What follows belongs to an exercise in optimizing a design on an open flow for small area, a short achievable clock period and few clock cycles per item; a production flow would make more cautious choices.
In this exercise RTL edits were held to simulation tests only and were not proved equivalent to the original.

## run A
// modular_exponentiation_unit
module modular_exponentiation_unit
#(
    parameter int VALUE_WIDTH = 32
) (
    input  wire logic                   i_clk,
    input  wire logic                   i_rst_n,
    input  wire logic                   i_start,
    input  wire logic [VALUE_WIDTH-1:0] i_base_value,
    input  wire logic                   i_is_last,
    output logic                        o_busy,
    output logic                        o_done,
    output logic [VALUE_WIDTH-1:0]      o_power_value,
    output logic                        o_last_out,
    input  wire logic                   i_cfg_we,
    input  wire logic [modexp_pkg::CFG_IDX_W-1:0]  i_cfg_index,
    input  wire logic [modexp_pkg::CFG_DATA_W-1:0] i_cfg_data
);
    localparam int W = VALUE_WIDTH;
    logic [W-1:0] r_exponent, r_modulus, exponent;
    logic         r_exp_rst;    
    always_ff @(posedge i_clk) begin
        if (!i_rst_n) begin
            r_modulus  <= modexp_pkg::MODULUS_RESET[W-1:0];
        end else if (i_cfg_we && i_cfg_index == modexp_pkg::CFG_MODULUS) begin
            r_modulus  <= i_cfg_data[W-1:0];
        end
        if (!i_rst_n) begin
            r_exp_rst  <= 1'b1;
        end else if (i_cfg_we && i_cfg_index == modexp_pkg::CFG_EXPONENT) begin
            r_exp_rst  <= 1'b0;
        end
        if (i_rst_n && i_cfg_we && i_cfg_index == modexp_pkg::CFG_EXPONENT) begin
            r_exponent <= i_cfg_data[W-1:0];
        end
    end
  ...
==> flow/config.mk <==
export PLATFORM = sky130hd
export DESIGN_NAME = modular_exponentiation_unit
export DESIGN_NICKNAME = modular_exponentiation_unit
export VERILOG_FILES = /design/flow/design.v
export SDC_FILE = /design/flow/constraint.sdc
export NUM_CORES = 4
export LEC_CHECK = 0
export CAP_MARGIN = 20
export CORE_MARGIN = 2
export CORE_UTILIZATION = 40
export SETUP_SLACK_MARGIN = 4.5
export SLEW_MARGIN = 20
==> flow/constraint.sdc <==
create_clock -name core_clock -period 9.0 [get_ports {i_clk}]
set_input_delay 1.8000 -clock core_clock [delete_from_list [all_inputs] [get_ports {i_clk}]]
set_output_delay 1.8000 -clock core_clock [all_outputs]
set_load 0.01 [all_outputs]
standard.sh (not shown) runs the stock make flow with config.mk's settings and CLKGATE_MAP_FILE= SYNTH_SCRIPT=/design/flow/synth_recipe.tcl, a recipe that flattens the netlist after the stock synthesis.
==> flow/flow/run.sh <==
#!/bin/bash
# the standard layout, with the port buffers made from the smallest buffer cell
set -euo pipefail
export BUFFER_PORTS_ARGS="-buffer_cell sky130_fd_sc_hd__buf_1"
bash standard.sh > standard.log 2>&1
Testbench counts of run A, summed over its fixed seeds: cycles 365,233, items 256.
[inputs] run B vs run A
- TNS_END_PERCENT newly set to 20
- SETUP_SLACK_MARGIN changed from 4.5 to 4.75
==> comparison <==
- Run A has a lower fmax than run B.
- As far as flip-flop and latch count goes, run A and run B are indistinguishable; the numbers are identical.
- When run B is set beside run A, its fraction of standard cell area that is sequential turns out to be 0.47 points smaller.
- The maximum net fanout on the critical path in run B was higher than what run A gave.
- On worst-case reg-to-reg path depth: run B sits above run A.
- Run B vs run A — signed area change from the synthesized netlist to the final layout rose 1.8 points.
- Against run A, finished layout cell area in run B rose slightly.
- Against run A as the reference, run B delivers a higher post-CTS setup repair buffer count.
- Run B vs run A: non-clock buffer count up by a little under 10%
diff inputs: run B => run C
- clearing TNS_END_PERCENT, which used to be 20
- swapping 4.75 for 4.0 in SETUP_SLACK_MARGIN
Results
- Re post-route clock period utilization: run C is 5.7 points up on run B.
- Run C -> run B: routed wire length per instance flat
- Run C: share of layout cells above drive strength 1 lower than run B
Edits applied to the flow inputs when going from run C to run D:
- swapping 4.0 for 4.75 in SETUP_SLACK_MARGIN
- putting PLACE_DENSITY_LB_ADDON at 0.2 where nothing was set
## What came out
Between run D and run C, the multi-input gate share of the layout cell area does not differ in any meaningful way. Between run C and run D, the global-route usage is higher for run D. Run C → run D: wire length reported by the detailed router moved up. Comparing run C and run D, the lower worst-case reg-to-reg path depth was measured on run C. Shortest period the worst path allows (run D over run C): decrease, 460 ps. Re setup slack: run D is 460 ps up on run C. Relative to run C, count of clock-buffer cells in the layout increased by 1 in run D.
For run E, these inputs were changed with respect to run D:
- swapping 40 for 30 in CORE_UTILIZATION
- clearing PLACE_DENSITY_LB_ADDON, which used to be 0.2
Met2 wire length | run E above run D. Of run E and run D, run E shows the higher total wire length, with run D below it. Run E reports its termination of the worst setup path as r_p[30] while run D reports r_a_bit. Least setup slack across all paths after layout on run E is behind run D. Layout multi-input combinational cell count: run E vs run D, no meaningful difference. Comparing run E and run D, routability congestion estimate from global placement is lower on run D.
What run F does differently from run E at the input level:
- changing CORE_UTILIZATION from 30 to 40
- setting GPL_ROUTABILITY_DRIVEN to 0 for the first time
[summary]
Run F: done, clean on timing, DRC and antenna
Count of multi-input combinational gates across run E and run F: no real change.
Critical path startpoint = r_first: run E; critical path startpoint = r_a_bit: run F
Critical path depth in run F is 1 higher than in run E

========
The RTL this note starts from:
==> flow/design.v <==
`default_nettype none
package modexp_pkg;
    localparam int CFG_DATA_W = 32;
    localparam int CFG_IDX_W  = 2;
    localparam logic [CFG_IDX_W-1:0] CFG_EXPONENT = 2'd0;
    localparam logic [CFG_IDX_W-1:0] CFG_MODULUS  = 2'd1;
    localparam logic [CFG_DATA_W-1:0] EXPONENT_RESET = 32'd17;
    localparam logic [CFG_DATA_W-1:0] MODULUS_RESET  = 32'd3233;
endpackage
`default_nettype wire
`default_nettype none
module modexp_ctrl
#(
    parameter int VALUE_WIDTH = 32
) (
    input  wire logic       i_clk,
    input  wire logic       i_rst_n,
    input  wire logic       i_start,
    input  wire logic       i_exp_lt2,
    input  wire logic       i_mod_lt2,
    input  wire logic       i_exp_bit,     
    output logic [4:0]      o_j,           
    output logic [4:0]      o_cnt,         
    output logic            o_idle,        
    output logic            o_init,        
    output logic            o_run,         
    output logic            o_mul,         
    output logic            o_last,        
    output logic            o_next_mul,    
    output logic            o_busy,
    output logic            o_done
);
    typedef enum logic [1:0] {
        S_IDLE,
        S_INIT,
        S_SCAN,
        S_RUN
    } t_state;
    t_state     r_state, n_state;
    logic [4:0] r_j, n_j;
    logic [4:0] r_cnt, n_cnt;
    logic       r_mul, n_mul;
    logic       r_busy, n_busy;
    logic       r_done, n_done;
    assign o_last = (r_state == S_RUN) && (r_cnt == 5'd31);
    always_comb begin
        n_state = r_state;
        n_j     = r_j;
        n_cnt   = r_cnt;
        n_mul   = r_mul;
        n_busy  = r_busy;
        n_done  = 1'b0;
        case (r_state)
            S_IDLE: begin
                if (i_start) begin
                    n_state = S_INIT;
                    n_busy  = 1'b1;
                end
            end
            S_INIT: begin
                n_j   = 5'd31;
                n_cnt = 5'd0;
                if (i_exp_lt2 || i_mod_lt2) begin
                    n_state = S_IDLE;
                    n_busy  = 1'b0;
                    n_done  = 1'b1;
                end else begin
                    n_state = S_SCAN;
                end
            end
            S_SCAN: begin
                if (i_exp_bit) begin
                    n_state = S_RUN;
                    n_mul   = 1'b1;
                end else begin
                    n_j = r_j - 5'd1;
                end
            end
            S_RUN: begin
                n_cnt = r_cnt + 5'd1;
                if (r_cnt == 5'd31) begin
                    if (!r_mul && i_exp_bit) begin
                        n_mul = 1'b1;
                    end else if (r_j == 5'd0) begin
                        n_state = S_IDLE;
                        n_busy  = 1'b0;
                        n_done  = 1'b1;
                    end else begin
                        n_j   = r_j - 5'd1;
                        n_mul = 1'b0;
                    end
                end
            end
            default: begin
                n_state = S_IDLE;
                n_busy  = 1'b0;
            end
        endcase
    end
    always_ff @(posedge i_clk) begin
        if (!i_rst_n) begin
            r_state <= S_IDLE;
            r_busy  <= 1'b0;
            r_done  <= 1'b0;
        end else begin
            r_state <= n_state;
            r_busy  <= n_busy;
            r_done  <= n_done;
        end
        r_j   <= n_j;
        r_cnt <= n_cnt;
        r_mul <= n_mul;
    end
    assign o_j        = r_j;
    assign o_cnt      = r_cnt;
    assign o_idle     = (r_state == S_IDLE);
    assign o_init     = (r_state == S_INIT);
    assign o_run      = (r_state == S_RUN);
    assign o_mul      = r_mul;
    assign o_next_mul = (n_state == S_RUN) && n_mul;
    assign o_busy     = r_busy;
    assign o_done     = r_done;
endmodule
`default_nettype wire
`default_nettype none
module modexp_dp
#(
    parameter int VALUE_WIDTH = 32
) (
    input  wire logic [VALUE_WIDTH-1:0] i_p,
    input  wire logic [VALUE_WIDTH-1:0] i_b,
    input  wire logic                   i_a_bit,
    input  wire logic [VALUE_WIDTH-1:0] i_m,
    output logic      [VALUE_WIDTH-1:0] o_p_next
);
    localparam int W = VALUE_WIDTH;
    localparam int X = W + 3;    
    logic [X-1:0] x, y, nm1, nm2;
    logic [X-1:0] s1, c1, s2, c2;
    logic [X-1:0] t0, t1, t2;
    assign x   = {2'b00, i_p, 1'b0};
    assign y   = i_a_bit ? {3'b000, i_b} : '0;
    assign nm1 = ~{3'b000, i_m};
    assign nm2 = ~{2'b00, i_m, 1'b0};
    assign s1 = x ^ y ^ nm1;
    assign c1 = (x & y) | (x & nm1) | (y & nm1);
    assign s2 = x ^ y ^ nm2;
    assign c2 = (x & y) | (x & nm2) | (y & nm2);
    assign t0 = x + y;
    assign t1 = s1 + {c1[X-2:0], 1'b1};
    assign t2 = s2 + {c2[X-2:0], 1'b1};
    always_comb begin
        if (!t2[X-1])      o_p_next = t2[W-1:0];
        else if (!t1[X-1]) o_p_next = t1[W-1:0];
        else               o_p_next = t0[W-1:0];
    end
endmodule
`default_nettype wire
`default_nettype none
module modular_exponentiation_unit
#(
    parameter int VALUE_WIDTH = 32
) (
    input  wire logic                   i_clk,
    input  wire logic                   i_rst_n,
    input  wire logic                   i_start,
    input  wire logic [VALUE_WIDTH-1:0] i_base_value,
    input  wire logic                   i_is_last,
    output logic                        o_busy,
    output logic                        o_done,
    output logic [VALUE_WIDTH-1:0]      o_power_value,
    output logic                        o_last_out,
    input  wire logic                   i_cfg_we,
    input  wire logic [modexp_pkg::CFG_IDX_W-1:0]  i_cfg_index,
    input  wire logic [modexp_pkg::CFG_DATA_W-1:0] i_cfg_data
);
    localparam int W = VALUE_WIDTH;
    logic [W-1:0] r_exponent, r_modulus;
    always_ff @(posedge i_clk) begin
        if (!i_rst_n) begin
            r_exponent <= modexp_pkg::EXPONENT_RESET[W-1:0];
            r_modulus  <= modexp_pkg::MODULUS_RESET[W-1:0];
        end else if (i_cfg_we) begin
            case (i_cfg_index)
                modexp_pkg::CFG_EXPONENT: r_exponent <= i_cfg_data[W-1:0];
                modexp_pkg::CFG_MODULUS:  r_modulus  <= i_cfg_data[W-1:0];
                default: ;
            endcase
        end
    end
    logic       exp_lt2, mod_lt2, exp_bit;
    logic [4:0] j, cnt;
    logic       idle, init, run, mul, last, next_mul;
    assign exp_lt2 = (r_exponent[W-1:1] == '0);
    assign mod_lt2 = (r_modulus[W-1:1] == '0);
    assign exp_bit = r_exponent[j];
    modexp_ctrl #(
        .VALUE_WIDTH(VALUE_WIDTH)
    ) u_ctrl (
        .i_clk      (i_clk),
        .i_rst_n    (i_rst_n),
        .i_start    (i_start),
        .i_exp_lt2  (exp_lt2),
        .i_mod_lt2  (mod_lt2),
        .i_exp_bit  (exp_bit),
        .o_j        (j),
        .o_cnt      (cnt),
        .o_idle     (idle),
        .o_init     (init),
        .o_run      (run),
        .o_mul      (mul),
        .o_last     (last),
        .o_next_mul (next_mul),
        .o_busy     (o_busy),
        .o_done     (o_done)
    );
    logic [W-1:0] r_base, r_acc, r_p;
    logic         r_a_bit, r_tag;
    logic [W-1:0] base_d, p_next;
    logic         acc_bit;
    modexp_dp #(
        .VALUE_WIDTH(VALUE_WIDTH)
    ) u_dp (
        .i_p      (r_p),
        .i_b      (r_acc),
        .i_a_bit  (r_a_bit),
        .i_m      (r_modulus),
        .o_p_next (p_next)
    );
    always_comb begin
        if (idle)            base_d = i_base_value;
        else if (run && mul) base_d = {r_base[W-2:0], r_base[W-1]};
        else                 base_d = r_base;
    end
    assign acc_bit = r_acc[5'd30 - cnt];
    always_ff @(posedge i_clk) begin
        r_base <= base_d;
        if (idle) begin
            r_tag <= i_is_last;
        end
        if (init) begin
            r_acc <= exp_lt2 ? r_base : {{(W-1){1'b0}}, !mod_lt2};
        end else if (last) begin
            r_acc <= p_next;
        end
        if (init || last) begin
            r_p <= '0;
        end else if (run) begin
            r_p <= p_next;
        end
        if (next_mul)  r_a_bit <= base_d[W-1];
        else if (last) r_a_bit <= p_next[W-1];
        else           r_a_bit <= acc_bit;
    end
    assign o_power_value = r_acc;
    assign o_last_out    = r_tag;
endmodule
`default_nettype wire
clock: 9.0 ns
lec_check: 0
cap_margin: 20
core_margin: 2
core_utilization: 40
setup_slack_margin: 5
slew_margin: 20
run.sh (not shown) runs the stock make flow with config.mk's settings and CLKGATE_MAP_FILE= SYNTH_SCRIPT=/design/flow/synth_recipe.tcl, a recipe that flattens the netlist after the stock synthesis.
Stock flow here: none of the scripts above is used.
The starting point produced a clean layout.
Testbench counts at the start, summed over its fixed seeds: cycles 382,168, items 256.
Then changed:
Settings changed: ABC_AREA set to 1, SETUP_SLACK_MARGIN 5 to unset.
=> The changed run finished with timing, DRC and antenna clean; worst setup slack loses 840 ps; fmax fell by 17%; final cell count goes up by 28%.

==> what the ideal ports hide <==
The flow's constraints put no driver on any port. The routed layouts listed below were extracted and timed again, unchanged, in two steps. Step 1 sets driving cells, clkbuf_16 on the clock port and buf_2 on the other inputs (assumed; they add their load-dependent delay and slew). Step 2 also shifts input and output timing later by t, the mid clock arrival at the registers, as if the neighbouring blocks saw the same clock. Three values: ideal ports, drivers, drivers and shift; two values: the first two.
run	shift t [ns]	setup WS [ns]	worst setup path at the end	pins driven straight from the clock port
run A	0.508	4.681 / 4.681 / 4.681	register to register	1
run B	0.514	4.852 / 4.852 / 4.852	register to register	1
run C	0.506	4.336 / 4.336 / 4.336	register to register	1
run D	0.506	4.792 / 4.792 / 4.792	register to register	1
run E	0.511	4.777 / 4.777 / 4.777	register to register	1
run F	0.513	4.823 / 4.823 / 4.823	register to register	1
the first run of note 2	0.508	4.847 / 4.847 / 4.847	register to register	1
the second run of note 2	0.541	4.005 / 4.005 / 4.005	register to register	1
After both steps every run listed still meets setup and hold.
